What follows belongs to an exercise in optimizing a design on an open flow for small area; a production flow would make more cautious choices. Where RTL was checked, it was by simulation tests only, not by an equivalence proof against the original. No functional check of the RTL was part of run 3. Power is estimated from default activity; no workload was simulated.

==> design/flow/design.v <==
`default_nettype none
package ehc_pkg;
    localparam int unsigned NUM_CAP  = 20;
    localparam int unsigned NUM_ICMP = 4;
    localparam int unsigned Q_DEPTH  = 2;
    localparam int unsigned CMP_W    = 17;
    localparam int unsigned CAP_ET_HI = 0;
    localparam int unsigned CAP_ET_LO = 1;
    localparam int unsigned CAP_B14   = 2;
    localparam int unsigned CAP_B15   = 3;
    localparam int unsigned CAP_B16   = 4;
    localparam int unsigned CAP_B17   = 5;
    localparam int unsigned CAP_B18   = 6;
    localparam int unsigned CAP_B19   = 7;
    localparam int unsigned CAP_B20   = 8;
    localparam int unsigned CAP_B21   = 9;
    localparam int unsigned CAP_B22   = 10;
    localparam int unsigned CAP_B23   = 11;
    localparam int unsigned CAP_SPA   = 12;
    localparam int unsigned CAP_TPA   = 16;
    localparam int unsigned IP_HDR_POS = 14;
    localparam logic [15:0] ETH_IPV4   = 16'h0800;
    localparam logic [15:0] ETH_ARP    = 16'h0806;
    localparam logic [15:0] ETH_MACSEC = 16'h88E5;
    localparam logic [15:0] ARP_HTYPE_ETH = 16'h0001;
    localparam logic [15:0] ARP_OP_REQ    = 16'h0001;
    localparam logic [15:0] ARP_OP_REPLY  = 16'h0002;
    localparam logic [7:0]  ARP_HLEN      = 8'd6;
    localparam logic [7:0]  ARP_PLEN      = 8'd4;
    localparam logic [7:0]  IP_PROTO_ICMP = 8'd1;
    localparam logic [7:0]  SHORT_LEN_MASK = 8'h3F;
    localparam logic [CMP_W-1:0] MIN_ETH    = CMP_W'(14);
    localparam logic [CMP_W-1:0] MIN_ARP    = CMP_W'(42);
    localparam logic [CMP_W-1:0] MIN_IPV4   = CMP_W'(34);
    localparam logic [CMP_W-1:0] MIN_ICMP   = CMP_W'(42);
    localparam logic [CMP_W-1:0] MIN_MACSEC = CMP_W'(36);
    localparam logic [CMP_W-1:0] MIN_IHL    = CMP_W'(20);
    localparam logic [CMP_W-1:0] IHL_SPAN   = CMP_W'(22);
    localparam logic [2:0] ST_OK        = 3'd0;
    localparam logic [2:0] ST_MALFORMED = 3'd1;
    localparam logic [2:0] ST_TRUNC     = 3'd2;
    localparam logic [2:0] ST_UNKNOWN   = 3'd3;
    localparam logic [2:0] ST_UNSUP     = 3'd4;
    localparam logic [2:0] PR_UNKNOWN = 3'd0;
    localparam logic [2:0] PR_ARP     = 3'd1;
    localparam logic [2:0] PR_ICMP    = 3'd2;
    localparam logic [2:0] PR_MACSEC  = 3'd3;
    localparam logic [2:0] PR_IPV4    = 3'd4;
    typedef struct packed {
        logic [NUM_CAP-1:0][7:0]  cap;
        logic [NUM_ICMP-1:0][7:0] icmp;
    } t_frame_rec;
    typedef struct packed {
        logic [2:0]  status;
        logic [2:0]  protocol;
        logic [31:0] word_a;
        logic [31:0] word_b;
        logic [15:0] half_a;
        logic [15:0] half_b;
        logic [7:0]  byte_a;
        logic [7:0]  byte_b;
        logic [7:0]  byte_c;
    } t_verdict;
    function automatic logic [6:0] cap_pos(input int unsigned k);
        if (k < 12) begin
            cap_pos = 7'(12 + k);
        end else if (k < 16) begin
            cap_pos = 7'(16 + k);
        end else begin
            cap_pos = 7'(22 + k);
        end
    endfunction
endpackage
`default_nettype wire
`default_nettype none
module ethernet_arp_icmp_macsec_classifier_core #(
    parameter int unsigned LENGTH_BITS = 14
) (
    input  wire logic                   i_clk,
    input  wire logic                   i_rst_n,
    input  wire logic                   i_in_valid,
    output logic                        o_in_stall,
    input  wire logic [7:0]             i_data_byte,
    input  wire logic                   i_last_byte,
    output logic                        o_out_valid,
    input  wire logic                   i_out_stall,
    output logic [2:0]                  o_status,
    output logic [2:0]                  o_protocol,
    output logic [LENGTH_BITS-1:0]      o_frame_length,
    output logic [31:0]                 o_word_a,
    output logic [31:0]                 o_word_b,
    output logic [15:0]                 o_half_a,
    output logic [15:0]                 o_half_b,
    output logic [7:0]                  o_byte_a,
    output logic [7:0]                  o_byte_b,
    output logic [7:0]                  o_byte_c
);
    localparam logic [LENGTH_BITS-1:0] COUNT_MAX = {LENGTH_BITS{1'b1}};
    localparam logic [1:0] PC_OTHER = 2'd0;
    localparam logic [1:0] PC_ARP   = 2'd1;
    localparam logic [1:0] PC_IPV4  = 2'd2;
    localparam logic [1:0] PC_MAC   = 2'd3;
    logic                   r_pend;    
    logic                   r_hb;      
    logic                   r_ov;      
    logic                   r_osel;    
    logic [LENGTH_BITS-1:0] r_count;   
    logic accept, push, pop, xfer, tgt;
    assign o_in_stall  = r_hb && r_pend;
    assign o_out_valid = r_ov;
    assign accept      = i_in_valid && !o_in_stall;
    assign push        = accept && i_last_byte;
    assign pop         = (r_hb || r_pend) && (!r_ov || !i_out_stall);
    assign xfer        = r_pend && (!r_hb || pop);
    assign tgt         = r_hb ? r_osel : !r_osel;
    always_ff @(posedge i_clk) begin
        if (!i_rst_n) begin
            r_pend <= 1'b0;
            r_hb   <= 1'b0;
            r_ov   <= 1'b0;
            r_osel <= 1'b0;
        end else begin
            r_pend <= push || (r_pend && !xfer);
            r_hb   <= r_hb ? (!pop || r_pend) : (r_pend && !pop);
            r_ov   <= pop || (r_ov && i_out_stall);
            r_osel <= r_osel ^ pop;
        end
    end
    logic [LENGTH_BITS-1:0] base;
    logic [LENGTH_BITS-1:0] inc_count;
    assign base      = r_pend ? '0 : r_count;
    assign inc_count = (base != COUNT_MAX) ? base + LENGTH_BITS'(1) : base;
    always_ff @(posedge i_clk) begin
        if (!i_rst_n) begin
            r_count <= '0;
        end else if (accept) begin
            r_count <= inc_count;
        end else if (xfer) begin
            r_count <= '0;
        end
    end
    logic [31:0] f_wa;    
    logic [31:0] f_wb;    
    logic [15:0] f_ha;    
    logic [7:0]  f_ba;    
    logic [7:0]  f_bb;    
    logic [1:0]  f_pc;
    logic        f_k1;    
    logic        f_k2;    
    logic        cap;
    logic [LENGTH_BITS-1:0] p;
    logic        arp, ip4, mac;
    logic [LENGTH_BITS:0]   d;       
    logic [7:0]  db;
    logic        db_z;
    assign cap  = accept && !r_pend;
    assign p    = r_count;
    assign arp  = (f_pc == PC_ARP);
    assign ip4  = (f_pc == PC_IPV4);
    assign mac  = (f_pc == PC_MAC);
    assign d    = {1'b0, r_count} - (LENGTH_BITS+1)'({~f_wa[3:0], 2'b00});
    assign db   = i_data_byte;
    assign db_z = (db == 8'd0);
    function automatic logic at(input logic [LENGTH_BITS-1:0] pos, input int unsigned k);
        at = (pos == LENGTH_BITS'(k));
    endfunction
    logic icmp0, icmp1, icmp2, icmp3;
    assign icmp0 = ip4 && (d == (LENGTH_BITS+1)'(14));
    assign icmp1 = ip4 && (d == (LENGTH_BITS+1)'(15));
    assign icmp2 = ip4 && (d == (LENGTH_BITS+1)'(16));
    assign icmp3 = ip4 && (d == (LENGTH_BITS+1)'(17));
    always_ff @(posedge i_clk) begin
        if (cap) begin
            if ((arp && at(p, 28)) || (mac && at(p, 16))) f_wa[31:24] <= ~db;
            if ((arp && at(p, 29)) || (mac && at(p, 17))) f_wa[23:16] <= ~db;
            if ((arp && at(p, 30)) || (mac && at(p, 18))) f_wa[15:8]  <= ~db;
            if ((arp && at(p, 31)) || (mac && at(p, 19)) || (ip4 && at(p, 14))) f_wa[7:0] <= ~db;
            if (arp && at(p, 38)) f_wb[31:24] <= ~db;
            if ((arp && at(p, 39)) || (ip4 && at(p, 22))) f_wb[23:16] <= ~db;
            if ((arp && at(p, 40)) || (ip4 && at(p, 16))) f_wb[15:8]  <= ~db;
            if ((arp && at(p, 41)) || (ip4 && at(p, 17))) f_wb[7:0]   <= ~db;
            if ((arp && at(p, 20)) || icmp2) f_ha[15:8] <= ~db;
            if ((arp && at(p, 21)) || icmp3) f_ha[7:0]  <= ~db;
            if (at(p, 12) || (arp && at(p, 18)) || icmp0 || (mac && at(p, 14))) f_ba <= ~db;
            if ((arp && at(p, 19)) || icmp1 || (mac && at(p, 15))) f_bb <= ~db;
            if (at(p, 13)) begin
                case ({~f_ba, db})
                    ehc_pkg::ETH_ARP:    f_pc <= PC_ARP;
                    ehc_pkg::ETH_IPV4:   f_pc <= PC_IPV4;
                    ehc_pkg::ETH_MACSEC: f_pc <= PC_MAC;
                    default:             f_pc <= PC_OTHER;
                endcase
            end
            if (arp) begin
                if (at(p, 14)) f_k1 <= db_z;
                if (at(p, 15)) f_k1 <= f_k1 && (db == 8'h01);
                if (at(p, 16)) f_k1 <= f_k1 && (db == 8'h08);
                if (at(p, 17)) f_k1 <= f_k1 && db_z;
            end
            if (ip4) begin
                if (at(p, 23)) f_k1 <= (db == ehc_pkg::IP_PROTO_ICMP);
                if (at(p, 22)) f_k2 <= db_z;
                else if (icmp0 && db >= 8'd19 && db <= 8'd29) f_k2 <= 1'b1;
            end
            if (mac) begin
                if (at(p, 16)) f_k1 <= db_z;
                if (at(p, 17) || at(p, 18) || at(p, 19)) f_k1 <= f_k1 && db_z;
            end
        end
    end
    logic       n_fv;
    logic       n_x;
    logic [1:0] n_pr;
    logic [LENGTH_BITS-1:0] L;
    assign L = r_count;
    always_comb begin
        n_fv = 1'b0;
        n_x  = 1'b0;
        n_pr = 2'd0;
        if (L >= LENGTH_BITS'(14)) begin
            case (f_pc)
                PC_ARP: begin
                    n_pr = 2'd1;
                    if (L >= LENGTH_BITS'(42)) begin
                        n_fv = 1'b1;
                        n_x  = !f_k1 || (~f_ba) != ehc_pkg::ARP_HLEN || (~f_bb) != ehc_pkg::ARP_PLEN ||
                               ((~f_ha) != ehc_pkg::ARP_OP_REQ && (~f_ha) != ehc_pkg::ARP_OP_REPLY);
                    end
                end
                PC_IPV4: begin
                    if (L < LENGTH_BITS'(34) || !f_k1) begin
                        n_fv = 1'b1;
                        n_x  = 1'b1;
                    end else begin
                        n_pr = 2'd2;
                        if (L >= LENGTH_BITS'(42)) begin
                            if ((~f_wa[3:0]) < 4'd5 || d[LENGTH_BITS] ||
                                d[LENGTH_BITS-1:0] < LENGTH_BITS'(22)) begin
                                n_x = 1'b1;
                            end else begin
                                n_fv = 1'b1;
                                n_x  = f_k2;
                            end
                        end
                    end
                end
                PC_MAC: begin
                    n_pr = 2'd3;
                    if (L >= LENGTH_BITS'(36)) begin
                        n_fv = 1'b1;
                        n_x  = !f_ba[7] || f_k1;
                    end
                end
                default: begin
                    n_fv = 1'b1;
                end
            endcase
        end
    end
    logic [31:0]            b_wa [2];
    logic [31:0]            b_wb [2];
    logic [15:0]            b_ha [2];
    logic [7:0]             b_ba [2];
    logic [7:0]             b_bb [2];
    logic [LENGTH_BITS-1:0] b_len[2];
    logic [1:0]             b_pr [2];
    logic                   b_x  [2];
    logic                   b_fv [2];
    for (genvar i = 0; i < 2; i++) begin : g_buf
        always_ff @(posedge i_clk) begin
            if (xfer && (tgt == 1'(i))) begin
                b_wa[i]  <= f_wa;
                b_wb[i]  <= f_wb;
                b_ha[i]  <= f_ha;
                b_ba[i]  <= f_ba;
                b_bb[i]  <= f_bb;
                b_len[i] <= ~r_count;
                b_pr[i]  <= n_pr;
                b_x[i]   <= n_x;
                b_fv[i]  <= n_fv;
            end
        end
    end
    logic [31:0] s_wa [2];
    logic [31:0] s_wb [2];
    logic [15:0] s_ha [2];
    logic [15:0] s_hb [2];
    logic [7:0]  s_ba [2];
    logic [7:0]  s_bb [2];
    logic [7:0]  s_bc [2];
    for (genvar i = 0; i < 2; i++) begin : g_out
        logic sel, e_arp, e_icmp, e_mac;
        assign sel    = (r_osel == 1'(i)) && b_fv[i] && (b_pr[i] != 2'd0);
        assign e_arp  = sel && (b_pr[i] == 2'd1);
        assign e_icmp = sel && (b_pr[i] == 2'd2);
        assign e_mac  = sel && (b_pr[i] == 2'd3);
        assign s_wa[i] = ~b_wa[i] & {32{e_arp || e_mac}};
        assign s_wb[i] = ~b_wb[i] & {32{e_arp}};
        assign s_ha[i] = ~b_ha[i] & {16{e_arp || e_icmp}};
        assign s_hb[i] = ~b_wb[i][15:0] & {16{e_icmp}};
        assign s_ba[i] = ~b_ba[i] & {8{sel}};
        assign s_bb[i] = ~b_bb[i] & {{2{sel && !e_mac}}, {6{sel}}};
        assign s_bc[i] = (~b_wb[i][23:16] & {8{e_icmp}}) | {7'd0, e_mac && ~b_ba[i][5]};
    end
    logic       o_fv;
    logic       o_x;
    logic [1:0] o_pr;
    assign o_fv = r_osel ? b_fv[1] : b_fv[0];
    assign o_x  = r_osel ? b_x[1]  : b_x[0];
    assign o_pr = r_osel ? b_pr[1] : b_pr[0];
    always_comb begin
        if (!o_fv) begin
            o_status = o_x ? ehc_pkg::ST_MALFORMED : ehc_pkg::ST_TRUNC;
        end else if (o_pr != 2'd0) begin
            o_status = {2'b00, o_x};
        end else begin
            o_status = o_x ? ehc_pkg::ST_UNSUP : ehc_pkg::ST_UNKNOWN;
        end
    end
    assign o_word_a       = s_wa[0] | s_wa[1];
    assign o_word_b       = s_wb[0] | s_wb[1];
    assign o_half_a       = s_ha[0] | s_ha[1];
    assign o_half_b       = s_hb[0] | s_hb[1];
    assign o_byte_a       = s_ba[0] | s_ba[1];
    assign o_byte_b       = s_bb[0] | s_bb[1];
    assign o_byte_c       = s_bc[0] | s_bc[1];
    assign o_protocol     = {o_fv && o_x && (o_pr == 2'd0), o_pr};
    assign o_frame_length = ~(r_osel ? b_len[1] : b_len[0]);
endmodule
`default_nettype wire
==> design/flow/flow/run.sh <==
#!/bin/bash
# layout flow: the standard flow (standard.sh, unchanged synthesis) with
#  - port buffers made of the smallest buffer cell, sky130_fd_sc_hd__buf_1
#  - clock tree of clkbuf_8 with sink clusters of at most 20 flip-flops, no dummy loads
# each tool's output goes to standard.log here and to ORFS's own logs under orfs/logs
set -euo pipefail
export BUFFER_PORTS_ARGS="-buffer_cell sky130_fd_sc_hd__buf_1"
export CTS_ARGS="-sink_clustering_enable -repair_clock_nets -sink_clustering_size 20 -sink_clustering_max_diameter 60 -buf_list sky130_fd_sc_hd__clkbuf_8 -dont_use_dummy_load"
bash standard.sh > standard.log 2>&1
==> design/flow/standard.sh <==
#!/bin/bash
# synth_recipe.tcl (not shown) runs the flow's synth.tcl, then flattens the netlist and writes it again
# the make line also repeats each setting of config.mk as NAME=value (left out here)
make -C /OpenROAD-flow-scripts/flow DESIGN_CONFIG=/design/flow/config.mk WORK_HOME=/design/flow/orfs CLKGATE_MAP_FILE= SYNTH_SCRIPT=/design/flow/synth_recipe.tcl "${@:-finish}"
==> design/flow/config.mk <==
export PLATFORM = sky130hd
export DESIGN_NAME = ethernet_arp_icmp_macsec_classifier_core
export DESIGN_NICKNAME = ethernet_arp_icmp_macsec_classifier_core
export VERILOG_FILES = /design/flow/design.v
export SDC_FILE = /design/flow/constraint.sdc
export NUM_CORES = 4
export LEC_CHECK = 0
export CAP_MARGIN = 20
export CORE_MARGIN = 2
export CORE_UTILIZATION = 75
export SLEW_MARGIN = 20
==> design/flow/constraint.sdc <==
create_clock -name core_clock -period 5.0 [get_ports {i_clk}]
set_input_delay 1.0000 -clock core_clock [delete_from_list [all_inputs] [get_ports {i_clk}]]
set_output_delay 1.0000 -clock core_clock [all_outputs]
set_load 0.01 [all_outputs]
==> results.tsv, run 1 <==
stage	metric	value	unit
critical_path	path_cells	inv_1 > ha_1 > inv_1 > fa_1 > a21o_1 > a21oi_1 > xnor2_1 > a2111oi_4 > a32oi_1 > nor3_1	
critical_path	reg2reg_setup_slack	740	ps
synthesis	synthTopCellsByArea	edfxtp_1 (74%), o22ai_1 (5.7%), dfxtp_1 (2.7%), mux2i_1 (1.2%), o21ai_0 (1.2%)	
timing	finalSetupViolCount	0	
clocking	cts_tree	built	
synthesis	async_flop_share	0	%
synthesis	yosysSeqAreaShare	77.05	%
power_and_ir_drop	p_int	3.590	mW
critical_path	cp.arrival	4430	ps
clocking	cts_max_level	1	
power_and_ir_drop	power_frac_seq	71.1	%
placed_design	numPortBuffers	154	
min_path	hold_start	f_wa[4]	
min_path	hold_path_end	b_wa[0][4]	
grt	grt_overflow	0	
timing	setup_ws	742.0	ps
synthesis	synth_area	13250	µm²
routing	wl_per_cell	25.27	µm
power_and_ir_drop	p_per_area	313.7	nW/µm²
grt	grt_pass1_vias	8016	
floorplanning	die_y	136.9	µm
power_and_ir_drop	p_sw_share	20.06	%
power_and_ir_drop	clkPwrFrac	25.4	%
clocking	clock_latency	550	ps
min_path	min_path_cells	0	
synthesis	yosysUniqueCellTypes	70	
clocking	numCtsBuffers	21	
power_and_ir_drop	p_leak	4.294	nW
critical_path	crit_required	5170	ps
critical_path	start_kind	register	
critical_path	cp_slowest_cell	nor3_1	
layout	layout.nets	1004	
grt	grt_usage	32.21	%
critical_path	end_kind	register	
synthesis	synth_enable_flop_cells	328	
clocking	postCtsResizedCells	0	
floorplanning	initial_core_util	76.61	%
clocking	clk_pin_slew_worst_paths	120	ps
placed_design	hpwlAfterDp	19940	µm
grt	grt_pass1_wl	44970	µm
synthesis	synth_top_flop_cell	edfxtp_1	
min_path	hp-class	reg2reg	
floorplanning	die_w	136.9	µm
timing	layout_min_cycle_time	4258	ps
timing	fin_worst_skew	52.13	ps
critical_path	regToRegEndpoint	f_ha[1]	
critical_path	cpPeakStageDelay	800	ps
critical_path	r2r_cells	10	
placed_design	place_ws	907.3	ps
routing	vias	8544	
timing	drv_slew	0	
timing	period_share	85.16	%
synthesis	synth_fp_nets	859	
layout	multi_input_area	2755	µm²
synthesis	yosysTopAreaCell	edfxtp_1	
routing	avgViaCountPerCell	7.085	
clocking	post_cts_buffers	0	
timing	worst_pin_slew	1058	ps
floorplanning	core_area	17300	µm²
outcome	status	complete, no violations	
synthesis	syn_inst	838	
critical_path	cp_max_fo	15	
power_and_ir_drop	p_switching	900.7	µW
timing	fmax	234.9	MHz
critical_path	crit_top_cell	inv_1	
critical_path	r2r-start	r_count[2]	
routing	ant_nets	0	
layout	drive_gt1_share	5.301	%
synthesis	yosys_warnings	17	
routing	drt_iter0_drc	1068	
grt	grt_max_degree	55	
synthesis	synth_top_area_share	74.33	%
synthesis	avgSynthCellArea	15.81	µm²
clocking	cts-root-buf	clkbuf_8	
placed_design	gp_congestion	0.9136	
clocking	cts.path.max_buffers	3	
routing	drc	0	
routing	firstDrtPassIters	5	
flow_run	cap_violations	0	
timing	hold_viol_final	0	
floorplanning	dieArea	18750	µm²
power_and_ir_drop	comb_power_share	3.6	%
floorplanning	rows	48	
clocking	cts_num_sinks	346	
timing	rsz0062_at_grt	false	
synthesis	yosys_register_bits	346	
layout	syn_to_final_growth	8.035	%
layout	antenna_cells	0	
grt	grt_antenna_before_repair	0	
layout	nFillCells	813	
floorplanning	io_pins	155	
clocking	ctsHoldBuffers	0	
timing	relSlewSlack	29.23	%
layout	seq_area	10210	µm²
routing	wl	30480	µm
critical_path	critPathTopFamily	compound AO/OA/AOI/OAI gates	
critical_path	timing.critical_path.buf_inv	2	
critical_path	critPathKind	reg2reg	
power_and_ir_drop	worst_ir_drop_vdd	261.8	µV
timing	fin_setup_tns	0	ps
timing	whs	434.7	ps
-- worst max path at each step --
stage                startpoint          to  cells after the start
CTS                  r_count[2]     f_ba[0]                     10
detailed placement   r_count[2]     f_ha[6]                     10
global route         r_count[2]     f_ha[1]                     10
global placement     r_count[2]     f_ha[4]                     10
finish               r_count[2]     f_ha[1]                     10
floorplan           i_out_stall  b_ba[1][0]                      4
-- stage by stage --
step | utilization [%] | power [mW] | cell area [µm²] | std cells
after floorplan | - | 3.346 | 13250 | 838
final | 82.77 | 4.491 | 14320 | 1206
after detailed placement | 80.96 | 3.412 | 14000 | 1184
after global routing | 82.77 | 4.590 | 14320 | 1206
after CTS | 82.63 | 4.484 | 14290 | 1205
after global placement | 80.96 | 3.403 | 14000 | 1184
-- cell type report --
cell class | instances | area share [%]
sequential | 346 | 71.32
multi-input combinational | 418 | 19.24
timing repair buffer | 165 | 4.641
clock buffer | 21 | 2.019
tap | 225 | 1.966
inverter | 31 | 0.8128
-- per-layer routing --
layer,vias up,global-route usage [%],wire [µm]
li1,3650,-,-
met4,0,8.419,843
met5,-,0,0
met3,88,5.556,3180
met1,4141,44.92,11330
met2,665,53.90,15130
-- registers in the layout, summed over array words and instances (netlist names), 2 cells and up --
register  count
b_wa         64
b_wb         64
b_ha         32
f_wa         32
f_wb         32
b_len        28
b_ba         16
b_bb         16
f_ha         16
r_count      14
f_ba          8
f_bb          8
b_pr          4
b_fv          2
b_x           2
f_pc          2
-- power groups by stage --
stage               clock network, mW  registers, mW  logic [mW]
finish                           1.14           3.19       0.160
global route                     1.22           3.20       0.170
CTS                              1.14           3.19       0.156
detailed placement                  0           3.26       0.154
global placement                    0           3.25       0.149
floorplan                           0           3.25      0.0965
-- cells by family after synthesis --
family / count (synthesis) / share of synthesized area [%]
buffers and inverters: 74 / 2.294
flip-flops: 346 / 77.05
AO/OA/AOI/OAI: 224 / 11.10
adder cells (fa/ha/maj): 8 / 0.8120
AND/OR/NAND/NOR: 164 / 7.100
multiplexers: 18 / 1.378
XOR/XNOR: 4 / 0.2644
-- cell usage after synthesis (3+ instances only) --
library cell and number:
edfxtp_1 328, o22ai_1 121, clkbuf_1 36, o21ai_0 32, inv_1 30, nand2_1 30
nor2_1 23, nand3_1 21, dfxtp_1 18, mux2i_1 16, nand4_1 14, nor3_1 13
a21oi_1 9, nor4_1 9, a31oi_1 8, and2_1 8, and3_1 8, nor2b_1 8
ha_1 7, o21a_1 7, a21o_1 5, nand4b_1 4, o2111ai_1 4, o211ai_1 4
o41ai_1 4, a211oi_1 3, a21boi_0 3, nand3b_1 3, o31ai_1 3, or3_1 3
xnor2_1 3
-- cell usage in the layout, fill, tap and decap left out, types with 3 or more instances in the layout --
cell / netlist / layout
edfxtp_1: 328 / 328
buf_1: 2 / 154
o22ai_1: 121 / 121
o21ai_0: 32 / 32
inv_1: 30 / 30
nand2_1: 30 / 29
nor2_1: 23 / 23
clkbuf_8: 1 / 21
nand3_1: 21 / 20
dfxtp_1: 18 / 18
mux2i_1: 16 / 16
nand4_1: 14 / 14
nor3_1: 13 / 13
buf_4: 2 / 10
a21oi_1: 9 / 9
nor4_1: 9 / 9
nor2b_1: 8 / 8
and3_1: 8 / 8
a31oi_1: 8 / 8
o21a_1: 7 / 7
ha_1: 7 / 7
and2_1: 8 / 6
a21o_1: 5 / 5
nand4b_1: 4 / 4
o211ai_1: 4 / 4
o41ai_1: 4 / 4
o2111ai_1: 4 / 4
nand3b_1: 3 / 3
or3_1: 3 / 3
xnor2_1: 3 / 3
a21boi_0: 3 / 3
o31ai_1: 3 / 3
==> run 2, diff against run 1 <==
--- a/design/flow/config.mk
+++ b/design/flow/config.mk
@@ -7,5 +7,5 @@
 export LEC_CHECK = 0
 export CAP_MARGIN = 20
 export CORE_MARGIN = 2
-export CORE_UTILIZATION = 75
+export CORE_UTILIZATION = 65
 export SLEW_MARGIN = 20
==> results.tsv, run 2 <==
stage	metric	value	unit	change
critical_path	r2r-start	r_count[2]		unchanged
layout	drive_gt1_share	5.482	%	was 5.301%
placed_design	numPortBuffers	154		unchanged
synthesis	syn_inst	838		unchanged
critical_path	r2r_cells	10		unchanged
power_and_ir_drop	p_switching	916.0	µW	was 900.7 µW
routing	avgViaCountPerCell	6.440		was 7.085
clocking	post_cts_buffers	0		unchanged
synthesis	synth_fa_ha_area_share	0.8120	%	unchanged
floorplanning	dieArea	21540	µm²	was 18,750 µm²
floorplanning	initial_core_util	65.91	%	was 76.61%
clocking	cts-root-buf	clkbuf_8		unchanged
outcome	status	complete, no violations		unchanged
timing	fin_setup_tns	0	ps	unchanged
power_and_ir_drop	p_sw_share	20.24	%	was 20.06%
floorplanning	die_w	146.8	µm	was 136.9 µm
synthesis	muxShareOfSynthArea	1.379	%	unchanged
placed_design	gp_congestion	0.8876		was 0.9136
synthesis	yosys.area_share.xor_xnor	0.2644	%	unchanged
critical_path	regToRegEndpoint	f_bb[7]		was f_ha[1]
critical_path	start_kind	register		unchanged
routing	vias	8082		was 8,544
floorplanning	die_y	146.8	µm	was 136.9 µm
timing	relSlewSlack	29.35	%	was 29.23%
layout	syn_to_final_growth	8.980	%	was 8.035%
synthesis	async_flop_share	0	%	unchanged
layout	nFillCells	1316		was 813
clocking	ctsHoldBuffers	0		unchanged
routing	drt_iter0_drc	842		was 1,068
critical_path	reg2reg_setup_slack	1080	ps	was 740 ps
grt	grt_overflow	0		unchanged
synthesis	synth_simple_gate_area_share	7.100	%	unchanged
power_and_ir_drop	worst_ir_drop_vdd	345.1	µV	was 261.8 µV
power_and_ir_drop	p_leak	4.326	nW	was 4.294 nW
grt	grt_pass1_vias	7868		was 8,016
clocking	cts.path.max_buffers	3		unchanged
clocking	cts_max_level	1		unchanged
synthesis	synth_fp_nets	859		unchanged
layout	layout_common_cells	edfxtp_1 (328), buf_1 (154), o22ai_1 (121)		unchanged
clocking	cts_num_sinks	346		unchanged
synthesis	synthTopCellsByArea	edfxtp_1 (74%), o22ai_1 (5.7%), dfxtp_1 (2.7%), mux2i_1 (1.2%), o21ai_0 (1.2%)		unchanged
routing	firstDrtPassIters	6		was 5
layout	final_area	14440	µm²	was 14,320 µm²
synthesis	yosysSeqAreaShare	77.05	%	unchanged
critical_path	critPathKind	reg2reg		unchanged
placed_design	hpwlAfterDp	18530	µm	was 19,940 µm
synthesis	yosys_warnings	17		unchanged
layout	layout.cells.most_common	edfxtp_1		unchanged
power_and_ir_drop	p_per_area	313.4	nW/µm²	was 313.7 nW/µm²
synthesis	yosys_register_bits	346		unchanged
routing	wl_per_cell	22.95	µm	was 25.27 µm
min_path	min_path_cells	0		unchanged
synthesis	synth_top_family_by_area	compound AO/OA/AOI/OAI gates		unchanged
synthesis	synth_top_area_share	74.33	%	unchanged
power_and_ir_drop	power_frac_seq	70.5	%	was 71.1%
timing	finalSetupViolCount	0		unchanged
grt	grt_max_degree	80		was 55
clocking	clock_latency	560	ps	was 550 ps
layout	layout.nets	1008		was 1,004
timing	layout_min_cycle_time	3916	ps	was 4258 ps
synthesis	yosysMostFrequentCell	edfxtp_1		unchanged
synthesis	yosysTopAreaCell	edfxtp_1		unchanged
clocking	clk_pin_slew_worst_paths	110	ps	was 120 ps
synthesis	synth_common_cells	edfxtp_1 (328), o22ai_1 (121), clkbuf_1 (36)		unchanged
timing	rsz0062_at_grt	false		unchanged
clocking	numCtsBuffers	22		was 21
critical_path	crit_required	5170	ps	about the same
power_and_ir_drop	comb_power_share	3.5	%	was 3.6%
grt	grt_antenna_before_repair	0		unchanged
synthesis	synth_area	13250	µm²	unchanged
flow_run	cap_violations	0		unchanged
floorplanning	io_pins	155		unchanged
min_path	hold_start	f_wa[28]		was f_wa[4]
layout	seq_area	10210	µm²	unchanged
placed_design	placed_area	14090	µm²	was 14,000 µm²
timing	period_share	78.32	%	was 85.16%
layout	antenna_cells	0		unchanged
critical_path	cp.arrival	4080	ps	was 4430 ps
routing	drc	0		unchanged
min_path	hp-class	reg2reg		unchanged
power_and_ir_drop	p_int	3.609	mW	was 3.590 mW
timing	drv_slew	0		unchanged
timing	fin_worst_skew	55.20	ps	was 52.13 ps
synthesis	yosysUniqueCellTypes	70		unchanged
synthesis	synth_top_flop_cell	edfxtp_1		unchanged
routing	ant_nets	0		unchanged
grt	grt_pass1_wl	44310	µm	was 44,970 µm
layout	top_regs	b_wa (64), b_wb (64)		unchanged
clocking	cts_tree	built		unchanged
layout	fin_util	71.83	%	was 82.77%
min_path	hold_path_end	b_wa[0][28]		was b_wa[0][4]
synthesis	synth_compound_area_share	11.10	%	unchanged
floorplanning	core_area	20100	µm²	was 17,300 µm²
critical_path	cp_max_fo	15		unchanged
critical_path	end_kind	register		unchanged
clocking	postCtsResizedCells	0		unchanged
floorplanning	rows	52		was 48
timing	hold_viol_final	0		unchanged
timing	worst_pin_slew	1052	ps	was 1058 ps
synthesis	avgSynthCellArea	15.81	µm²	unchanged
timing	fmax	255.4	MHz	was 234.9 MHz
synthesis	synth_enable_flop_cells	328		unchanged
layout	multi_input_area	2748	µm²	was 2755 µm²
grt	grt_usage	26.52	%	was 32.21%
routing	wl	28800	µm	was 30,480 µm
power_and_ir_drop	clkPwrFrac	26.0	%	was 25.4%
-- run 2: cell counts after synthesis --
Identical to the previous run, type by type.
-- run 2: cell families after synthesis --
| kind of cell | Yosys count |
|---|---|
| fa+ha+maj | 8 |
| flops | 346 |
| buf+inv | 74 |
| compound gates | 224 |
| mux | 18 |
| simple gates | 164 |
| xor+xnor | 4 |
-- run 2: power groups by stage --
stage / clock [mW] / combinational [mW] / sequential, mW
floorplan: 0 / 0.0965 / 3.25
global placement: 0 / 0.151 / 3.25
detailed placement: 0 / 0.154 / 3.26
CTS: 1.19 / 0.155 / 3.19
global route: 1.28 / 0.172 / 3.19
finish: 1.18 / 0.158 / 3.19
-- run 2: final cells by class --
cell class	instances	area share, %
multi-input cells	418	19.03
flip-flops and latches	346	70.70
repair buffers	168	5.034
clock buffers	22	2.097
inverters	31	0.8058
well taps	270	2.339
-- run 2: metrics by stage --
step	hold slack, ps	setup slack, ps	power, mW	instances
5_1_grt	462.1	825.0	4.643	1255
3_5_place_dp	429.6	1121	3.411	1231
4_1_cts	451.0	1013	4.533	1253
3_3_place_gp	422.1	1297	3.405	1230
2_1_floorplan	421.5	615.1	3.346	838
6_report	451.1	1084	4.525	1255
-- run 2: worst max-delay path by stage --
stage                 from          end  slack, ps  cells after the start
5_1_grt         r_count[2]      f_bb[6]        820                     10
3_3_place_gp    r_count[2]      f_ba[0]       1300                     10
3_5_place_dp    r_count[2]      f_ba[6]       1120                     10
6_report        r_count[2]      f_bb[7]       1080                     10
4_1_cts             r_osel  o_byte_c[0]       1010                      5
2_1_floorplan  i_out_stall   b_ba[1][0]        620                      4
-- run 2: worst max-delay path, stage by stage (launching register included) --
cell and delay [ps]:
dfxtp_1 470, inv_1 240, ha_1 210, inv_1 60
fa_1 410, a21o_1 170, a21oi_1 280, xnor2_1 150
a2111oi_4 540, a22oi_1 170, nor3_1 830
-- run 2: layer usage --
| metal | share of wire (%) | global-route usage, % |
|---|---|---|
| met1 | 42 | 37.74 |
| met2 | 48 | 44.37 |
| met3 | 7.0 | 3.913 |
| met4 | 2.0 | 6.359 |
| met5 | 0 | 0 |
==> run 3, diff against run 2 <==
--- a/design/flow/design.v
+++ b/design/flow/design.v
@@ -104,7 +104,8 @@
     logic                   r_hb;      
     logic                   r_ov;      
     logic                   r_osel;    
-    logic [LENGTH_BITS-1:0] r_count;   
+    logic [LENGTH_BITS-1:0] r_count_n;  
+    logic [LENGTH_BITS-1:0] r_count;
     logic accept, push, pop, xfer, tgt;
     assign o_in_stall  = r_hb && r_pend;
     assign o_out_valid = r_ov;
@@ -128,15 +129,16 @@
     end
     logic [LENGTH_BITS-1:0] base;
     logic [LENGTH_BITS-1:0] inc_count;
+    assign r_count   = ~r_count_n;
     assign base      = r_pend ? '0 : r_count;
     assign inc_count = (base != COUNT_MAX) ? base + LENGTH_BITS'(1) : base;
     always_ff @(posedge i_clk) begin
         if (!i_rst_n) begin
-            r_count <= '0;
+            r_count_n <= '1;
         end else if (accept) begin
-            r_count <= inc_count;
+            r_count_n <= ~inc_count;
         end else if (xfer) begin
-            r_count <= '0;
+            r_count_n <= '1;
         end
     end
     logic [31:0] f_wa;    
@@ -146,7 +148,6 @@
     logic [7:0]  f_bb;    
     logic [1:0]  f_pc;
     logic        f_k1;    
-    logic        f_k2;    
     logic        cap;
     logic [LENGTH_BITS-1:0] p;
     logic        arp, ip4, mac;
@@ -199,8 +200,6 @@
             end
             if (ip4) begin
                 if (at(p, 23)) f_k1 <= (db == ehc_pkg::IP_PROTO_ICMP);
-                if (at(p, 22)) f_k2 <= db_z;
-                else if (icmp0 && db >= 8'd19 && db <= 8'd29) f_k2 <= 1'b1;
             end
             if (mac) begin
                 if (at(p, 16)) f_k1 <= db_z;
@@ -239,7 +238,8 @@
                                 n_x = 1'b1;
                             end else begin
                                 n_fv = 1'b1;
-                                n_x  = f_k2;
+                                n_x  = (~f_wb[23:16]) == 8'd0 ||
+                                       ((~f_ba) >= 8'd19 && (~f_ba) <= 8'd29);
                             end
                         end
                     end
@@ -274,7 +274,7 @@
                 b_ha[i]  <= f_ha;
                 b_ba[i]  <= f_ba;
                 b_bb[i]  <= f_bb;
-                b_len[i] <= ~r_count;
+                b_len[i] <= r_count_n;
                 b_pr[i]  <= n_pr;
                 b_x[i]   <= n_x;
                 b_fv[i]  <= n_fv;
--- a/design/flow/config.mk
+++ b/design/flow/config.mk
@@ -7,5 +7,5 @@
 export LEC_CHECK = 0
 export CAP_MARGIN = 20
 export CORE_MARGIN = 2
-export CORE_UTILIZATION = 65
+export CORE_UTILIZATION = 75
 export SLEW_MARGIN = 20
==> results.tsv, run 3 <==
stage	metric	value	unit	change
layout	antenna_cells	0		unchanged
placed_design	numPortBuffers	154		unchanged
routing	wl_per_cell	24.50	µm	was 22.95 µm
critical_path	critPathKind	reg2out		was reg2reg
routing	wl	29740	µm	was 28,800 µm
synthesis	synth_enable_flop_cells	327		was 328
outcome	status	complete, no violations		unchanged
floorplanning	core_area	17300	µm²	was 20,100 µm²
synthesis	synthTopCellsByArea	edfxtp_1 (74%), o22ai_1 (5.9%), dfxtp_1 (2.7%), mux2i_1 (1.3%), clkbuf_1 (1.1%)		was edfxtp_1 (74%), o22ai_1 (5.7%), dfxtp_1 (2.7%), mux2i_1 (1.2%), o21ai_0 (1.2%)
min_path	hp-class	reg2reg		unchanged
grt	grt_overflow	0		unchanged
timing	rsz0062_at_grt	false		unchanged
floorplanning	rows	48		was 52
placed_design	hpwlAfterDp	19300	µm	was 18,530 µm
clocking	numCtsBuffers	21		was 22
synthesis	yosysSeqAreaShare	76.86	%	was 77.05%
clocking	cts_max_level	1		unchanged
routing	firstDrtPassIters	6		unchanged
timing	hold_viol_final	0		unchanged
critical_path	reg2reg_setup_slack	1320	ps	was 1080 ps
synthesis	avgSynthCellArea	15.71	µm²	was 15.81 µm²
critical_path	crit_required	4000	ps	was 5170 ps
clocking	clk_pin_slew_worst_paths	120	ps	was 110 ps
timing	relSlewSlack	34.21	%	was 29.35%
timing	finalSetupViolCount	0		unchanged
critical_path	cp_max_fo	24		was 15
floorplanning	io_pins	155		unchanged
floorplanning	dieArea	18740	µm²	was 21,540 µm²
min_path	hold_path_end	b_wb[0][29]		was b_wa[0][28]
critical_path	cp.arrival	2860	ps	was 4080 ps
timing	whs	445.0	ps	was 451.1 ps
layout	layout.cells.most_common	edfxtp_1		unchanged
timing	worst_pin_slew	983.9	ps	was 1052 ps
timing	layout_min_cycle_time	3864	ps	was 3916 ps
power_and_ir_drop	p_leak	4.433	nW	was 4.326 nW
layout	layout.nets	1012		was 1,008
routing	ant_nets	0		unchanged
critical_path	regToRegEndpoint	f_ha[0]		was f_bb[7]
layout	drive_gt1_share	5.258	%	was 5.482%
synthesis	yosysMostFrequentCell	edfxtp_1		unchanged
min_path	min_path_cells	0		unchanged
grt	grt_pass1_wl	44210	µm	was 44,310 µm
synthesis	synth_area	13240	µm²	was 13,250 µm²
timing	fin_worst_skew	39.63	ps	was 55.20 ps
floorplanning	die_w	136.9	µm	was 146.8 µm
critical_path	end_kind	output port		was register
critical_path	r2r_cells	8		was 10
synthesis	syn_inst	843		was 838
synthesis	yosys_warnings	17		unchanged
critical_path	start_kind	register		unchanged
clocking	postCtsResizedCells	0		unchanged
clocking	cts.path.max_buffers	3		unchanged
floorplanning	initial_core_util	76.57	%	was 65.91%
routing	drc	0		unchanged
flow_run	cap_violations	0		unchanged
synthesis	synth_fp_nets	864		was 859
clocking	ctsHoldBuffers	0		unchanged
placed_design	place_ws	1043	ps	was 1121 ps
routing	avgViaCountPerCell	7.025		was 6.440
layout	syn_to_final_growth	8.446	%	was 8.980%
grt	grt_antenna_before_repair	0		unchanged
timing	drv_slew	0		unchanged
timing	period_share	77.27	%	was 78.32%
clocking	cts-root-buf	clkbuf_8		unchanged
layout	instances_no_fill	1214		was 1,255
grt	grt_max_degree	79		was 80
timing	fin_setup_tns	0	ps	unchanged
clocking	cts_num_sinks	345		was 346
synthesis	yosysUniqueCellTypes	68		was 70
synthesis	synth_top_flop_cell	edfxtp_1		unchanged
min_path	hold_start	f_wb[29]		was f_wa[28]
power_and_ir_drop	worst_ir_drop_vdd	276.5	µV	was 345.1 µV
timing	fmax	258.8	MHz	was 255.4 MHz
synthesis	async_flop_share	0	%	unchanged
clocking	clock_latency	550	ps	was 560 ps
clocking	post_cts_buffers	0		unchanged
placed_design	gp_congestion	0.9041		was 0.8876
timing	setup_ws	1136	ps	was 1084 ps
power_and_ir_drop	p_per_area	311.5	nW/µm²	was 313.4 nW/µm²
floorplanning	die_y	136.9	µm	was 146.8 µm
synthesis	yosysTopAreaCell	edfxtp_1		unchanged
grt	grt_pass1_vias	7989		was 7,868
critical_path	r2r-start	r_count_n[4]		was r_count[2]
routing	vias	8528		was 8,082
routing	drt_iter0_drc	947		was 842
grt	grt_usage	31.55	%	was 26.52%
placed_design	dp.cells	1191		was 1,231
clocking	cts_tree	built		unchanged
synthesis	yosys_register_bits	345		was 346
layout	layout_common_cells	edfxtp_1 (327), buf_1 (154), o22ai_1 (125)		was edfxtp_1 (328), buf_1 (154), o22ai_1 (121)
layout	top_regs	b_wa (64), b_wb (64)		unchanged
synthesis	synth_top_area_share	74.14	%	was 74.33%
synthesis	synth_common_cells	edfxtp_1 (327), o22ai_1 (125), clkbuf_1 (39)		was edfxtp_1 (328), o22ai_1 (121), clkbuf_1 (36)
## run 3: changes by cell type after synthesis, sizes merged, moves of 4 or more
| cell | before | now |
|---|---|---|
| nand2b | 2 | 10 |
| nand3 | 21 | 17 |
| o21a | 7 | 3 |
| or3 | 3 | 8 |
| o22ai | 121 | 125 |
| or4 | 3 | 8 |
| a21oi | 9 | 15 |
| o21ai | 33 | 19 |
| nor2 | 24 | 36 |
| nand4 | 15 | 11 |
| a31oi | 8 | 3 |
| inv | 31 | 19 |
## run 3: per-layer routing
metal | track usage [%] | wire length (µm) | vias to the layer above
met2 | 53.44 | 15160 | 584
li1 | - | - | 3684
met5 | 0 | 0 | -
met1 | 43.16 | 10890 | 4143
met3 | 4.333 | 2652 | 117
met4 | 10.71 | 1040 | 0
## run 3: worst max-delay path by stage
stage | slack [ps] | to | from | depth (start not counted)
floorplan | 620 | b_ba[1][0] | i_out_stall | 4
global placement | 1310 | f_ha[3] | r_count_n[4] | 8
detailed placement | 1040 | f_ha[2] | r_count_n[4] | 8
CTS | 960 | o_half_a[7] | b_pr[1][0] | 4
global route | 950 | o_byte_c[0] | b_fv[0] | 4
finish | 1140 | o_byte_c[0] | b_fv[0] | 4
## run 3: worst max-delay path: stages, from the launching register on
cell and delay (ps):
edfxtp_1 370, nor2b_1 370, nand3b_1 760, o221ai_1 610, buf_1 190
## run 3: logic make-up (layout without fill, tap and decap cells)
logic type	after synthesis	after routing	share of synthesized area, %
DFF	345	345	76.86
AOI/OAI and AO/OA	211	211	10.46
and+or+nand+nor	189	189	7.945
buffers and inverters	64	210	1.956
muxes	21	21	1.625
adders and majority gates	9	9	0.8880
xor gates and xnor gates	4	4	0.2646
## run 3: metrics by stage
step                power, mW  cell area (µm²)  utilization (%)
floorplan               3.332            13240                -
global placement        3.388            14030            81.12
detailed placement      3.397            14050            81.21
CTS                     4.462            14340            82.88
global route            4.573            14360            83.04
finish                  4.474            14360            83.04
## run 3: final cells by class
| cell class | instances | area (µm²) |
|---|---|---|
| clock buffer | 21 | 289.0 |
| fill | 841 | 2934 |
| inverter | 19 | 71.32 |
| multi-input combinational | 434 | 2815 |
| sequential | 345 | 10180 |
| tap | 225 | 281.5 |
| timing repair buffer | 170 | 725.7 |
## run 3: report_power, final
group | total (mW) | internal, mW | switching, mW
clock network | 1.14 | 0.381 | 0.756
registers | 3.18 | 3.16 | 0.0188
logic | 0.156 | 0.0396 | 0.116
==> run 4, diff against run 3 <==
--- a/design/flow/design.v
+++ b/design/flow/design.v
@@ -127,11 +127,10 @@
             r_osel <= r_osel ^ pop;
         end
     end
-    logic [LENGTH_BITS-1:0] base;
     logic [LENGTH_BITS-1:0] inc_count;
     assign r_count   = ~r_count_n;
-    assign base      = r_pend ? '0 : r_count;
-    assign inc_count = (base != COUNT_MAX) ? base + LENGTH_BITS'(1) : base;
+    assign inc_count = r_pend ? LENGTH_BITS'(1) :
+                       (r_count != COUNT_MAX) ? r_count + LENGTH_BITS'(1) : r_count;
     always_ff @(posedge i_clk) begin
         if (!i_rst_n) begin
             r_count_n <= '1;
@@ -170,6 +169,14 @@
     assign icmp1 = ip4 && (d == (LENGTH_BITS+1)'(15));
     assign icmp2 = ip4 && (d == (LENGTH_BITS+1)'(16));
     assign icmp3 = ip4 && (d == (LENGTH_BITS+1)'(17));
+    logic k_upd, k_first, k_e0, k_e3, k_match;
+    assign k_upd   = (arp && (at(p, 14) || at(p, 15) || at(p, 16) || at(p, 17))) ||
+                     (ip4 && at(p, 23)) ||
+                     (mac && (at(p, 16) || at(p, 17) || at(p, 18) || at(p, 19)));
+    assign k_first = (arp && at(p, 14)) || (ip4 && at(p, 23)) || (mac && at(p, 16));
+    assign k_e0    = (arp && at(p, 15)) || ip4;
+    assign k_e3    = arp && at(p, 16);
+    assign k_match = (db[7:4] == 4'd0) && (db[2:1] == 2'd0) && (db[0] == k_e0) && (db[3] == k_e3);
     always_ff @(posedge i_clk) begin
         if (cap) begin
             if ((arp && at(p, 28)) || (mac && at(p, 16))) f_wa[31:24] <= ~db;
@@ -192,19 +199,7 @@
                     default:             f_pc <= PC_OTHER;
                 endcase
             end
-            if (arp) begin
-                if (at(p, 14)) f_k1 <= db_z;
-                if (at(p, 15)) f_k1 <= f_k1 && (db == 8'h01);
-                if (at(p, 16)) f_k1 <= f_k1 && (db == 8'h08);
-                if (at(p, 17)) f_k1 <= f_k1 && db_z;
-            end
-            if (ip4) begin
-                if (at(p, 23)) f_k1 <= (db == ehc_pkg::IP_PROTO_ICMP);
-            end
-            if (mac) begin
-                if (at(p, 16)) f_k1 <= db_z;
-                if (at(p, 17) || at(p, 18) || at(p, 19)) f_k1 <= f_k1 && db_z;
-            end
+            if (k_upd) f_k1 <= k_match && (k_first || f_k1);
         end
     end
     logic       n_fv;
==> design/flow/flow/run.sh (replaced) <==
#!/bin/bash
# layout flow: the standard flow (standard.sh, unchanged synthesis) with
#  - port buffers made of the smallest buffer cell, sky130_fd_sc_hd__buf_1
#  - clock tree of clkbuf_8 with sink clusters of at most 16 flip-flops, no dummy loads
# each tool's output goes to standard.log here and to ORFS's own logs under orfs/logs
set -euo pipefail
export BUFFER_PORTS_ARGS="-buffer_cell sky130_fd_sc_hd__buf_1"
export CTS_ARGS="-sink_clustering_enable -repair_clock_nets -sink_clustering_size 18 -sink_clustering_max_diameter 45 -buf_list sky130_fd_sc_hd__clkbuf_8 -dont_use_dummy_load"
bash standard.sh > standard.log 2>&1
==> results.tsv, run 4 <==
stage	metric	value	unit	change
critical_path	r2r_cells	9		was 8
layout	antenna_cells	0		unchanged
synthesis	async_flop_share	0	%	unchanged
floorplanning	core_area	17180	µm²	was 17,300 µm²
critical_path	cp_slowest_cell	or2_2		was nand3b_1
critical_path	end_kind	output port		unchanged
synthesis	synth_area	13090	µm²	was 13,240 µm²
power_and_ir_drop	p_leak	4.454	nW	was 4.433 nW
power_and_ir_drop	p_sw_share	19.76	%	was 19.92%
layout	drive_gt1_share	5.924	%	was 5.258%
synthesis	synthTopCellsByArea	edfxtp_1 (75%), o22ai_1 (5.7%), dfxtp_1 (2.8%), mux2i_1 (1.4%), clkbuf_1 (1.1%)		was edfxtp_1 (74%), o22ai_1 (5.9%), dfxtp_1 (2.7%), mux2i_1 (1.3%), clkbuf_1 (1.1%)
power_and_ir_drop	comb_power_share	3.4	%	was 3.5%
critical_path	crit_required	4000	ps	about the same
timing	relSlewSlack	28.66	%	was 34.21%
routing	vias	8137		was 8,528
min_path	hold_start	f_wa[26]		was f_wb[29]
critical_path	critPathTopFamily	simple AND/OR/NAND/NOR gates		unchanged
placed_design	place_ws	1320	ps	was 1043 ps
clocking	cts-root-buf	clkbuf_8		unchanged
floorplanning	io_pins	155		unchanged
floorplanning	die_y	136.1	µm	was 136.9 µm
layout	layout.nets	1005		was 1,012
synthesis	synth_enable_flop_cells	327		unchanged
placed_design	hpwlAfterDp	18150	µm	was 19,300 µm
power_and_ir_drop	p_int	3.736	mW	was 3.582 mW
timing	whs	451.5	ps	was 445.0 ps
critical_path	cpPeakStageDelay	630	ps	was 760 ps
floorplanning	die_w	136.1	µm	was 136.9 µm
critical_path	crit_top_cell	buf_4		
synthesis	synth_top_area_share	75.01	%	was 74.14%
min_path	hold_path_end	b_wa[0][26]		was b_wb[0][29]
critical_path	cp.arrival	3010	ps	was 2860 ps
grt	grt_pass1_vias	7679		was 7,989
power_and_ir_drop	clkPwrFrac	28.3	%	was 25.4%
synthesis	yosysUniqueCellTypes	61		was 68
grt	grt_pass1_wl	41080	µm	was 44,210 µm
grt	grt_usage	29.90	%	was 31.55%
layout	top_regs	b_wa (64), b_wb (64)		unchanged
clocking	clk_pin_slew_worst_paths	80	ps	was 120 ps
min_path	hp-class	reg2reg		unchanged
critical_path	critPathKind	reg2out		unchanged
timing	worst_pin_slew	1070	ps	was 983.9 ps
timing	layout_min_cycle_time	4012	ps	was 3864 ps
timing	hold_viol_final	0		unchanged
layout	layout_common_cells	edfxtp_1 (327), buf_1 (154), o22ai_1 (120)		was edfxtp_1 (327), buf_1 (154), o22ai_1 (125)
routing	drc	0		unchanged
timing	rsz0062_at_grt	false		unchanged
synthesis	avgSynthCellArea	15.91	µm²	was 15.71 µm²
synthesis	yosys_register_bits	345		unchanged
grt	grt_antenna_before_repair	0		unchanged
critical_path	reg2reg_setup_slack	1300	ps	was 1320 ps
synthesis	yosysMostFrequentCell	edfxtp_1		unchanged
routing	wl_per_cell	23.01	µm	was 24.50 µm
synthesis	yosys_warnings	17		unchanged
power_and_ir_drop	p_per_area	325.1	nW/µm²	was 311.5 nW/µm²
layout	syn_to_final_growth	9.396	%	was 8.446%
floorplanning	rows	48		unchanged
timing	fin_worst_skew	71.00	ps	was 39.63 ps
synthesis	synth_common_cells	edfxtp_1 (327), o22ai_1 (120), clkbuf_1 (38)		was edfxtp_1 (327), o22ai_1 (125), clkbuf_1 (39)
placed_design	numPortBuffers	154		unchanged
critical_path	start_kind	register		unchanged
clocking	numCtsBuffers	30		was 21
timing	setup_ws	987.9	ps	was 1136 ps
clocking	clock_latency	590	ps	was 550 ps
routing	firstDrtPassIters	5		was 6
power_and_ir_drop	power_frac_seq	68.3	%	was 71.1%
floorplanning	dieArea	18530	µm²	was 18,740 µm²
clocking	ctsHoldBuffers	0		unchanged
clocking	cts.path.max_buffers	3		unchanged
critical_path	r2r-start	r_count_n[3]		was r_count_n[4]
synthesis	yosysSeqAreaShare	77.77	%	was 76.86%
critical_path	path_cells	buf_4 > nor2b_1 > nand2_1 > buf_4 > or2_2 > o22ai_1 > buf_1		was nor2b_1 > nand3b_1 > o221ai_1 > buf_1
clocking	cts_tree	built		unchanged
clocking	cts_num_sinks	345		unchanged
synthesis	syn_inst	823		was 843
flow_run	cap_violations	0		unchanged
critical_path	timing.critical_path.buf_inv	3		was 1
grt	grt_max_degree	76		was 79
synthesis	synth_top_flop_cell	edfxtp_1		unchanged
timing	fmax	249.2	MHz	was 258.8 MHz
placed_design	gp_congestion	0.9460		was 0.9041
layout	layout.cells.most_common	edfxtp_1		unchanged
synthesis	synth_fp_nets	847		was 864
critical_path	cp_max_fo	33		was 24
clocking	cts_max_level	1		unchanged
routing	avgViaCountPerCell	6.758		was 7.025
outcome	status	complete, no violations		unchanged
clocking	post_cts_buffers	0		unchanged
routing	ant_nets	0		unchanged
timing	period_share	80.24	%	was 77.27%
grt	grt_overflow	0		unchanged
floorplanning	initial_core_util	76.21	%	was 76.57%
timing	finalSetupViolCount	0		unchanged
power_and_ir_drop	p_switching	920.1	µW	was 891.1 µW
min_path	min_path_cells	0		unchanged
timing	fin_setup_tns	0	ps	unchanged
synthesis	yosysTopAreaCell	edfxtp_1		unchanged
timing	drv_slew	0		unchanged
critical_path	regToRegEndpoint	f_bb[3]		was f_ha[0]
routing	drt_iter0_drc	878		was 947
clocking	postCtsResizedCells	0		unchanged
power_and_ir_drop	worst_ir_drop_vdd	259.0	µV	was 276.5 µV
routing	wl	27700	µm	was 29,740 µm
run 4: logic make-up after synthesis:
| family | after synthesis | synth area share, % |
|---|---|---|
| xor+xnor | 15 | 1.004 |
| flops | 345 | 77.77 |
| fa+ha+maj | 12 | 1.185 |
| buf+inv | 67 | 1.988 |
| mux | 21 | 1.634 |
| simple gates | 166 | 6.853 |
| compound gates | 197 | 9.568 |
run 4: final cells by class:
type,count,area (µm²)
Multi-Input combinational cell,411,2660
Clock buffer,30,412.9
Sequential cell,345,10180
Fill cell,860,2856
Timing Repair Buffer,167,688.2
Inverter,26,97.59
Tap cell,225,281.5
run 4: worst max-delay path by stage:
stage                 startpoint      endpoint  slack (ps)  cells after the start
finish                    r_osel  o_word_b[25]         990                      7
global route              r_osel  o_word_b[16]         830                      7
CTS                       r_osel  o_word_b[16]         960                      7
detailed placement  r_count_n[3]       f_bb[3]        1320                      9
global placement    r_count_n[3]       f_bb[2]        1450                      9
floorplan            i_out_stall    b_ba[1][0]         610                      4
run 4: worst register-to-register path, delay by kind of cell, from the launching register on:
kind | cells | cell delay [ps]
adder cells (fa/ha/maj) | 1 | 320
buffers and inverters | 1 | 100
AND/OR/NAND/NOR | 4 | 1210
AO/OA/AOI/OAI | 3 | 1080
flip-flops | 1 | 680
run 4: power groups by stage:
stage / sequential (mW) / combinational [mW] / clock [mW]
floorplan: 3.24 / 0.0923 / 0
global placement: 3.24 / 0.151 / 0
detailed placement: 3.24 / 0.156 / 0
CTS: 3.18 / 0.156 / 1.33
global route: 3.18 / 0.169 / 1.42
finish: 3.18 / 0.158 / 1.32
run 4: layer usage:
metal / vias up / wire length, µm / track usage [%] / share of wire, %
met5: - / 0 / 0 / 0
met4: 0 / 920 / 12.27 / 3.3
met3: 86 / 2162 / 3.915 / 7.8
met2: 484 / 14080 / 50.45 / 51
met1: 4003 / 10540 / 40.20 / 38
li1: 3564 / - / - / -
run 4: stage by stage:
step           utilization, %  instance area, µm²  cells  power [mW]
2_1_floorplan               -               13090    823       3.334
3_3_place_gp            80.89               13890   1173       3.393
3_5_place_dp            80.89               13890   1173       3.400
4_1_cts                 83.30               14310   1203       4.663
5_1_grt                 83.37               14320   1204       4.769
6_report                83.37               14320   1204       4.656
==> run 5, diff against run 4 <==
==> design/flow/flow/run.sh (replaced) <==
#!/bin/bash
# layout flow: the standard flow (standard.sh, unchanged synthesis) with
#  - port buffers made of the smallest buffer cell, sky130_fd_sc_hd__buf_1
#  - clock tree of clkbuf_8 with sink clusters of at most 16 flip-flops, no dummy loads
# each tool's output goes to standard.log here and to ORFS's own logs under orfs/logs
set -euo pipefail
export BUFFER_PORTS_ARGS="-buffer_cell sky130_fd_sc_hd__buf_1"
export CTS_ARGS="-sink_clustering_enable -repair_clock_nets -sink_clustering_size 16 -sink_clustering_max_diameter 40 -buf_list sky130_fd_sc_hd__clkbuf_8 -dont_use_dummy_load"
bash standard.sh > standard.log 2>&1
==> results.tsv, run 5 <==
stage	metric	value	unit	change
outcome	status	complete, no violations		unchanged
timing	drv_slew	0		unchanged
timing	fin_setup_tns	0	ps	unchanged
critical_path	start_kind	register		unchanged
placed_design	numPortBuffers	154		unchanged
timing	period_share	81.21	%	was 80.24%
min_path	hold_start	f_wb[0]		was f_wa[26]
synthesis	synth_top_area_share	75.01	%	unchanged
timing	rsz0062_at_grt	false		unchanged
routing	ant_nets	0		unchanged
synthesis	async_flop_share	0	%	unchanged
placed_design	place_ws	1320	ps	unchanged
synthesis	yosysSeqAreaShare	77.77	%	unchanged
critical_path	cp_slowest_cell	or2_2		unchanged
timing	hold_viol_final	0		unchanged
clocking	numCtsBuffers	35		was 30
timing	whs	426.3	ps	was 451.5 ps
routing	vias	8209		was 8,137
critical_path	critPathTopFamily	simple AND/OR/NAND/NOR gates		unchanged
routing	drt_iter0_drc	864		was 878
floorplanning	core_area	17180	µm²	unchanged
placed_design	gp_congestion	0.9460		unchanged
critical_path	end_kind	output port		unchanged
power_and_ir_drop	p_leak	4.496	nW	was 4.454 nW
floorplanning	die_w	136.1	µm	unchanged
critical_path	path_cells	buf_4 > nor2b_1 > nand2_1 > buf_4 > or2_2 > o22ai_1 > buf_1		unchanged
clocking	ctsHoldBuffers	0		unchanged
grt	grt_max_degree	76		unchanged
clocking	cts-root-buf	clkbuf_8		unchanged
synthesis	synthTopCellsByArea	edfxtp_1 (75%), o22ai_1 (5.7%), dfxtp_1 (2.8%), mux2i_1 (1.4%), clkbuf_1 (1.1%)		unchanged
clocking	post_cts_buffers	0		unchanged
timing	fin_worst_skew	58.31	ps	was 71.00 ps
layout	layout.nets	1011		was 1,005
grt	grt_overflow	0		unchanged
synthesis	synth_area	13090	µm²	unchanged
synthesis	yosysUniqueCellTypes	61		unchanged
synthesis	synth_fp_nets	847		unchanged
critical_path	worstSetupStartpoint	r_osel		unchanged
power_and_ir_drop	worst_ir_drop_vdd	270.9	µV	was 259.0 µV
floorplanning	rows	48		unchanged
layout	top_regs	b_wa (64), b_wb (64)		unchanged
routing	wl_per_cell	23.88	µm	was 23.01 µm
floorplanning	initial_core_util	76.21	%	unchanged
critical_path	timing.critical_path.buf_inv	3		unchanged
flow_run	cap_violations	0		unchanged
critical_path	cpPeakStageDelay	600	ps	was 630 ps
layout	syn_to_final_growth	10.01	%	was 9.396%
layout	instances_no_fill	1210		was 1,204
timing	relSlewSlack	28.91	%	was 28.66%
synthesis	yosysMostFrequentCell	edfxtp_1		unchanged
placed_design	hpwlAfterDp	18150	µm	unchanged
layout	drive_gt1_share	6.497	%	was 5.924%
critical_path	cp_max_fo	33		unchanged
critical_path	r2r-start	r_count_n[3]		unchanged
synthesis	yosys_register_bits	345		unchanged
critical_path	crit_top_cell	buf_4		unchanged
grt	grt_antenna_before_repair	0		unchanged
layout	antenna_cells	0		unchanged
clocking	cts_tree	built		unchanged
grt	grt_pass1_wl	42590	µm	was 41,080 µm
min_path	hp-class	reg2reg		unchanged
synthesis	synth_enable_flop_cells	327		unchanged
clocking	cts_max_level	2		was 1
synthesis	synth_top_flop_cell	edfxtp_1		unchanged
routing	wl	28890	µm	was 27,700 µm
clocking	cts_num_sinks	345		unchanged
grt	grt_pass1_vias	7782		was 7,679
power_and_ir_drop	p_per_area	333.8	nW/µm²	was 325.1 nW/µm²
layout	layout_common_cells	edfxtp_1 (327), buf_1 (154), o22ai_1 (120)		unchanged
routing	firstDrtPassIters	6		was 5
floorplanning	io_pins	155		unchanged
routing	avgViaCountPerCell	6.784		was 6.758
synthesis	syn_inst	823		unchanged
timing	fmax	246.3	MHz	was 249.2 MHz
grt	grt_usage	31.27	%	was 29.90%
clocking	clock_latency	540	ps	was 590 ps
synthesis	yosys_warnings	17		unchanged
timing	finalSetupViolCount	0		unchanged
clocking	cts.path.max_buffers	3		unchanged
synthesis	synth_common_cells	edfxtp_1 (327), o22ai_1 (120), clkbuf_1 (38)		unchanged
clocking	clk_pin_slew_worst_paths	90	ps	was 80 ps
timing	worst_pin_slew	1066	ps	was 1070 ps
floorplanning	dieArea	18530	µm²	unchanged
clocking	postCtsResizedCells	0		unchanged
routing	drc	0		unchanged
critical_path	cp.arrival	3060	ps	was 3010 ps
placed_design	dp.cells	1173		unchanged
timing	setup_ws	939.4	ps	was 987.9 ps
floorplanning	die_y	136.1	µm	unchanged
synthesis	avgSynthCellArea	15.91	µm²	unchanged
synthesis	yosysTopAreaCell	edfxtp_1		unchanged
layout	layout.cells.most_common	edfxtp_1		unchanged
timing	layout_min_cycle_time	4061	ps	was 4012 ps
critical_path	critPathKind	reg2out		unchanged
critical_path	crit_required	4000	ps	about the same
## run 5: power breakdown
group / switching (mW) / leakage, nW / internal (mW)
logic: 0.118 / 1.19 / 0.0408
clock network: 0.841 / 0.252 / 0.625
registers: 0.0165 / 3.05 / 3.16
total: 0.976 / 4.50 / 3.83
## run 5: final cells by class
class | count | area [µm²]
clock buffer | 35 | 481.7
fill | 815 | 2776
inverter | 26 | 97.59
multi-input combinational | 411 | 2660
sequential | 345 | 10180
tap | 225 | 281.5
timing repair buffer | 168 | 699.4
## run 5: layer usage
layer  global-route usage (%)  share of wire [%]
met3                    6.003                8.8
met1                    40.97                 37
met5                        0                  0
met2                    52.40                 51
met4                    12.85                3.3
## run 5: through the flow
stage          cell area, µm²  utilization, %  power (mW)
6_report                14400           83.84       4.807
5_1_grt                 14400           83.84       4.917
4_1_cts                 14380           83.70       4.812
3_5_place_dp            13890           80.89       3.400
3_3_place_gp            13890           80.89       3.393
2_1_floorplan           13090               -       3.334
## run 5: worst register-to-register path, stage by stage, from the launching register on
cell,delay (ps)
dfxtp_1,700
inv_1,100
ha_1,320
nand2b_1,110
a211oi_1,100
or4b_1,520
a211oi_2,280
nand2_1,110
or4_4,450
a21oi_1,710
## run 5: worst paths after layout
check	end	slack (ps)	cells after the start
max	o_word_b[16]	940	7
min	b_wb[0][0]	430	0
max reg2reg	f_bb[7]	1210	9
min reg2reg	b_wb[0][0]	430	0
## run 5: logic make-up (layout without fill, tap and decap cells)
family,count (synthesis),after routing,share of synthesized area [%]
buffers and inverters,67,229,1.988
AO/OA/AOI/OAI,197,197,9.568
AND/OR/NAND/NOR,166,166,6.853
multiplexers,21,21,1.634
adder cells (fa/ha/maj),12,12,1.185
flip-flops,345,345,77.77
XOR/XNOR,15,15,1.004

-- separate check: timing with driven ports --
The flow's constraints put no driver on any port. The routed layouts listed below were extracted and timed again, unchanged, in two steps. Step 1 assumes that a clkbuf_16 drives the clock port and a buf_2 every other input. Step 2 moves the port delays by t, midway between the first and last clock arrival at a register: inputs arrive t later, outputs are due t later. That takes back most of the time a late clock gives input paths. Three values: ideal, step 1, step 2; two values: the first two.
run | t, ns | slack for setup (ns) | worst hold slack (ns)
run 1 | 0.565 | 0.742 / 0.742 / 0.742 | 0.435 / 0.435 / 0.435
run 2 | 0.573 | 1.084 / 1.084 / 1.084 | 0.451 / 0.451 / 0.451
run 3 | 0.575 | 1.136 / 1.096 / 1.317 | 0.445 / 0.445 / 0.445
run 4 | 0.599 | 0.988 / 0.947 / 1.300 | 0.451 / 0.451 / 0.451
run 5 | 0.557 | 0.939 / 0.897 / 1.212 | 0.426 / 0.426 / 0.426
After both steps setup and hold are still met in every run listed.
